Context: an optimization exercise on an open-source flow, tuned for small area and a short achievable clock period. The choices shown serve that exercise and are no tape-out recipe.
Power and IR drop assume default switching activity.

Setup of 08-05:
## logic_probe_trigger
module logic_probe_trigger #(
    parameter int WIDTH = 128,
    parameter int CNTW  = 16
) (
    input  logic                  clock,
    input  logic                  reset,
    input  logic                  arm,
    input  logic [WIDTH-1:0]      channels,
    input  logic [WIDTH-1:0]      match_mask,
    input  logic [WIDTH-1:0]      match_value,
    input  logic [WIDTH-1:0]      edge_mask,
    input  logic [CNTW-1:0]       occurrences,
    input  logic [CNTW-1:0]       delay,
    input  logic [CNTW-1:0]       sample_div,
    output logic [WIDTH-1:0]      channels_out,
    output logic                  trigger,
    output logic                  sample,
    output logic [1:0]            status
);
    localparam logic [1:0] IDLE  = 2'd0;
    localparam logic [1:0] ARMED = 2'd1;
    localparam logic [1:0] DELAY = 2'd2;
    localparam logic [1:0] FIRED = 2'd3;
    logic [1:0]       state_q;
    logic [WIDTH-1:0] ch_q;
    logic [WIDTH-1:0] chout_q;
    logic             rst_q;
    logic [WIDTH-1:0] mask_q;
    logic [WIDTH-1:0] value_q;
    logic [WIDTH-1:0] edge_q;
    logic [CNTW-1:0]  occ_cnt_q;
    logic             occ_dec_q;
    logic [CNTW-1:0]  dly_cnt_q;
    logic [CNTW-1:0]  div_cnt_q;
    logic             trigger_q;
    logic             sample_q;
    logic             arm_ok_s;
    logic             clr_s;
    logic             more_s;
    logic             count_s;
    logic [1:0]       hit_state_s;
    logic [1:0]       idle_state_s;
    logic [3:0]       hit_d_s;
    logic [3:0]       idle_d_s;
    logic [3:0]       next_d_s;
    logic [WIDTH-1:0] bit_ok_s;
    logic [31:0]      grp4_n_s;
    logic [15:0]      grp8_s;
    logic [3:0]       grp32_n_s;
    logic [1:0]       grp64_s;
  ...
==> module logic_probe_trigger, before the edit <==
module logic_probe_trigger #(
    parameter int WIDTH = 128,
    parameter int CNTW  = 16
) (
    input  logic                  clock,
    input  logic                  reset,
    input  logic                  arm,
    input  logic [WIDTH-1:0]      channels,
    input  logic [WIDTH-1:0]      match_mask,
    input  logic [WIDTH-1:0]      match_value,
    input  logic [WIDTH-1:0]      edge_mask,
    input  logic [CNTW-1:0]       occurrences,
    input  logic [CNTW-1:0]       delay,
    input  logic [CNTW-1:0]       sample_div,
    output logic [WIDTH-1:0]      channels_out,
    output logic                  trigger,
    output logic                  sample,
    output logic [1:0]            status
);
    localparam logic [1:0] IDLE  = 2'd0;
    localparam logic [1:0] ARMED = 2'd1;
    localparam logic [1:0] DELAY = 2'd2;
    localparam logic [1:0] FIRED = 2'd3;
    logic [1:0]       state_q;
    logic [WIDTH-1:0] ch_q;
    logic [WIDTH-1:0] chout_q;
    logic             rst_q;
    logic [WIDTH-1:0] mask_q;
    logic [WIDTH-1:0] value_q;
    logic [WIDTH-1:0] edge_q;
    logic [CNTW-1:0]  occ_cnt_q;
    logic             occ_dec_q;
    logic [CNTW-1:0]  dly_cnt_q;
    logic [CNTW-1:0]  div_cnt_q;
    logic             trigger_q;
    logic             sample_q;
    logic             arm_ok_s;
    logic             clr_s;
    logic             more_s;
    logic             count_s;
    logic [1:0]       hit_state_s;
    logic [1:0]       idle_state_s;
    logic [3:0]       hit_d_s;
    logic [3:0]       idle_d_s;
    logic [3:0]       next_d_s;
    logic [WIDTH-1:0] bit_ok_s;
    logic [31:0]      grp4_n_s;
    logic [15:0]      grp8_s;
    logic [3:0]       grp32_n_s;
    logic [1:0]       grp64_s;
    for (genvar i = 0; i < WIDTH; i++) begin : g_bit
        lpt_bit_ok u_ok (.q(ch_q[i]), .qq(chout_q[i]), .m(mask_q[i]), .v(value_q[i]),
                         .e(edge_q[i]), .ok(bit_ok_s[i]));
    end
    for (genvar i = 0; i < 32; i++) begin : g_l1
        lpt_nand4 u_n (.a(bit_ok_s[4*i +: 4]), .y(grp4_n_s[i]));
    end
    for (genvar i = 0; i < 16; i++) begin : g_l2
        lpt_nor2 u_n (.a(grp4_n_s[2*i +: 2]), .y(grp8_s[i]));
    end
    for (genvar i = 0; i < 4; i++) begin : g_l3
        lpt_nand4 u_n (.a(grp8_s[4*i +: 4]), .y(grp32_n_s[i]));
    end
    for (genvar i = 0; i < 2; i++) begin : g_l4
        lpt_nor2 u_n (.a(grp32_n_s[2*i +: 2]), .y(grp64_s[i]));
    end
    for (genvar i = 0; i < 4; i++) begin : g_sel
        lpt_sel u_s (.a(grp64_s[0]), .b(grp64_s[1]), .h(hit_d_s[i]), .i(idle_d_s[i]),
                     .y(next_d_s[i]));
    end
    always_comb begin
        arm_ok_s = arm && (state_q != FIRED);
        clr_s    = reset | rst_q;
        more_s   = occ_dec_q ? (|occ_cnt_q[CNTW-1:2] | &occ_cnt_q[1:0]) : |occ_cnt_q[CNTW-1:1];
        count_s  = (state_q == ARMED) && !arm_ok_s;
        if (arm_ok_s) begin
            idle_state_s = ARMED;
            hit_state_s  = ARMED;
        end else if (state_q == ARMED) begin
            idle_state_s = ARMED;
            hit_state_s  = more_s ? ARMED : ((dly_cnt_q == {CNTW{1'b0}}) ? FIRED : DELAY);
        end else if (state_q == DELAY && ~|dly_cnt_q[CNTW-1:1]) begin
            idle_state_s = FIRED;
            hit_state_s  = FIRED;
        end else begin
            idle_state_s = state_q;
            hit_state_s  = state_q;
        end
        if (reset) begin
            idle_state_s = IDLE;
            hit_state_s  = IDLE;
        end
        hit_d_s  = {count_s && more_s, hit_state_s == FIRED, hit_state_s};
        idle_d_s = {1'b0, idle_state_s == FIRED, idle_state_s};
    end
    always_ff @(posedge clock) begin
        ch_q    <= channels;
        rst_q   <= reset;
        chout_q <= clr_s ? {WIDTH{1'b0}} : ch_q;
    end
    always_ff @(posedge clock) begin
        if (arm_ok_s) begin
            mask_q  <= match_mask;
            value_q <= match_value;
            edge_q  <= edge_mask;
        end
    end
    always_ff @(posedge clock) begin
        state_q   <= next_d_s[1:0];
        trigger_q <= next_d_s[2];
        occ_dec_q <= next_d_s[3];
    end
    always_ff @(posedge clock) begin
        if (arm_ok_s) begin
            occ_cnt_q <= (occurrences == {CNTW{1'b0}}) ? {{(CNTW-1){1'b0}}, 1'b1} : occurrences;
        end else if (occ_dec_q) begin
            occ_cnt_q <= occ_cnt_q - {{(CNTW-1){1'b0}}, 1'b1};
        end
    end
    always_ff @(posedge clock) begin
        if (arm_ok_s) begin
            dly_cnt_q <= delay;
        end else if (state_q == DELAY) begin
            dly_cnt_q <= dly_cnt_q - {{(CNTW-1){1'b0}}, 1'b1};
        end
    end
    always_ff @(posedge clock) begin
        if (reset) begin
            div_cnt_q <= {CNTW{1'b0}};
            sample_q  <= 1'b0;
        end else if (div_cnt_q == {CNTW{1'b0}}) begin
            div_cnt_q <= sample_div;
            sample_q  <= 1'b1;
        end else begin
            div_cnt_q <= div_cnt_q - {{(CNTW-1){1'b0}}, 1'b1};
            sample_q  <= 1'b0;
        end
    end
    assign channels_out = chout_q;
    assign trigger      = trigger_q;
    assign sample       = sample_q;
    assign status       = state_q;
endmodule
==> module lpt_sel, before the edit <==
module lpt_sel (
    input  logic a,
    input  logic b,
    input  logic h,
    input  logic i,
    output logic y
);
    assign y = (a & b) ? h : i;
endmodule
export LEC_CHECK = 0
export CAP_MARGIN = 20
export CORE_MARGIN = 2
export CORE_UTILIZATION = 60
export SETUP_SLACK_MARGIN = 1.9
export SLEW_MARGIN = 20
export SYNTH_HIERARCHICAL = 1
create_clock -name core_clock -period 3.5 [get_ports {clock}]
standard.sh (not shown) runs the stock make flow with config.mk's settings and CLKGATE_MAP_FILE= SYNTH_SCRIPT=/design/flow/synth_recipe.tcl, a recipe that flattens the netlist after the stock synthesis.
==> flow/flow/run.sh <==
#!/bin/bash
# Standard layout, with plain buffers (buf_1) on the ports instead of the default delay buffers.
set -euo pipefail
bash standard.sh "BUFFER_PORTS_ARGS=-buffer_cell sky130_fd_sc_hd__buf_1" finish > standard_make.log 2>&1
diff inputs: 08-05 => 01-23
--- a/flow/design.v
+++ b/flow/design.v
@@ -33,22 +33,20 @@
     logic [CNTW-1:0]  dly_cnt_q;
     logic [CNTW-1:0]  div_cnt_q;
     logic             trigger_q;
     logic             sample_q;
+    logic [WIDTH-1:0] bit_ok_s;
+    logic             match_s;
     logic             arm_ok_s;
     logic             clr_s;
     logic             more_s;
-    logic             count_s;
     logic [1:0]       hit_state_s;
     logic [1:0]       idle_state_s;
-    logic [3:0]       hit_d_s;
-    logic [3:0]       idle_d_s;
-    logic [3:0]       next_d_s;
-    logic [WIDTH-1:0] bit_ok_s;
-    logic [31:0]      grp4_n_s;
-    logic [15:0]      grp8_s;
-    logic [3:0]       grp32_n_s;
-    logic [1:0]       grp64_s;
+    logic             count_s;
+    logic [31:0] grp4_n_s;
+    logic [15:0] grp8_s;
+    logic [3:0]  grp32_n_s;
+    logic [1:0]  grp64_s;
     for (genvar i = 0; i < WIDTH; i++) begin : g_bit
         lpt_bit_ok u_ok (.q(ch_q[i]), .qq(chout_q[i]), .m(mask_q[i]), .v(value_q[i]),
                          .e(edge_q[i]), .ok(bit_ok_s[i]));
     end
@@ -63,12 +61,9 @@
     end
     for (genvar i = 0; i < 2; i++) begin : g_l4
         lpt_nor2 u_n (.a(grp32_n_s[2*i +: 2]), .y(grp64_s[i]));
     end
-    for (genvar i = 0; i < 4; i++) begin : g_sel
-        lpt_sel u_s (.a(grp64_s[0]), .b(grp64_s[1]), .h(hit_d_s[i]), .i(idle_d_s[i]),
-                     .y(next_d_s[i]));
-    end
+    assign match_s = &grp64_s;
     always_comb begin
         arm_ok_s = arm && (state_q != FIRED);
         clr_s    = reset | rst_q;
         more_s   = occ_dec_q ? (|occ_cnt_q[CNTW-1:2] | &occ_cnt_q[1:0]) : |occ_cnt_q[CNTW-1:1];
@@ -85,14 +80,8 @@
         end else begin
             idle_state_s = state_q;
             hit_state_s  = state_q;
         end
-        if (reset) begin
-            idle_state_s = IDLE;
-            hit_state_s  = IDLE;
-        end
-        hit_d_s  = {count_s && more_s, hit_state_s == FIRED, hit_state_s};
-        idle_d_s = {1'b0, idle_state_s == FIRED, idle_state_s};
     end
     always_ff @(posedge clock) begin
         ch_q    <= channels;
         rst_q   <= reset;
@@ -105,13 +94,9 @@
             edge_q  <= edge_mask;
         end
     end
     always_ff @(posedge clock) begin
-        state_q   <= next_d_s[1:0];
-        trigger_q <= next_d_s[2];
-        occ_dec_q <= next_d_s[3];
-    end
-    always_ff @(posedge clock) begin
+        occ_dec_q <= count_s && match_s && more_s;
         if (arm_ok_s) begin
             occ_cnt_q <= (occurrences == {CNTW{1'b0}}) ? {{(CNTW-1){1'b0}}, 1'b1} : occurrences;
         end else if (occ_dec_q) begin
             occ_cnt_q <= occ_cnt_q - {{(CNTW-1){1'b0}}, 1'b1};
@@ -121,8 +106,20 @@
         if (arm_ok_s) begin
             dly_cnt_q <= delay;
         end else if (state_q == DELAY) begin
             dly_cnt_q <= dly_cnt_q - {{(CNTW-1){1'b0}}, 1'b1};
+        end
+    end
+    always_ff @(posedge clock) begin
+        if (reset) begin
+            state_q   <= IDLE;
+            trigger_q <= 1'b0;
+        end else if (match_s) begin
+            state_q   <= hit_state_s;
+            trigger_q <= (hit_state_s == FIRED);
+        end else begin
+            state_q   <= idle_state_s;
+            trigger_q <= (idle_state_s == FIRED);
         end
     end
     always_ff @(posedge clock) begin
         if (reset) begin
@@ -162,13 +159,4 @@
     output logic       y
 );
     assign y = ~|a;
 endmodule
-module lpt_sel (
-    input  logic a,
-    input  logic b,
-    input  logic h,
-    input  logic i,
-    output logic y
-);
-    assign y = (a & b) ? h : i;
-endmodule
Notes after the runs:
Worst slack at placement up 0.028 ns in 01-23 wrt 08-05. Max sum of met2 wire segment lengths after detailed routing across 01-23 and 08-05: 01-23. Relative to 08-05, sequential share of layout area has increased by 0.86 points in 01-23. Per the comparison of 01-23 with 08-05, all-layer global routing usage closely matched the old numbers; synthesized area decreased by about 0.5% relative to the old numbers; proportion of power drawn by the clock network increased by 0.5 points relative to the old numbers. Headroom to the max-slew limit in 01-23 vs 08-05: down 2.9 points. A cell at the slowest stage of the critical path of sky130_fd_sc_hd__edfxtp_1 is what 01-23 shows, while sky130_fd_sc_hd__or4_4 belongs to 08-05. Die area (01-23 over 08-05): decrease, 0.49%.
No run of this note included a check of the RTL's function; only the layout flow was run.

==> static timing again, ports no longer ideal <==
Ports are ideal in the flow. The routed layouts listed here were re-timed in OpenROAD.
Step 1: set_driving_cell puts a clkbuf_16 on clock and a buf_2 on each other input, an assumption about the parent block.
Step 2, shift: input delay + t, output delay - t, t = (earliest + latest rising clock arrival at the registers) / 2. This alone moves slack from input paths to output paths.
Slacks: no drivers / after step 1 / after step 2; pairs: no drivers / after step 1.
| run | t, ns | setup slack, ns | worst slew at a driven data input, ns |
|---|---|---|---|
| 08-05 | 0.647 | 1.114 / 1.114 / 1.114 | 0.17 |
| 01-23 | 0.653 | 0.979 / 0.979 / 0.979 | 0.15 |
After both steps setup and hold are still met in every run listed.
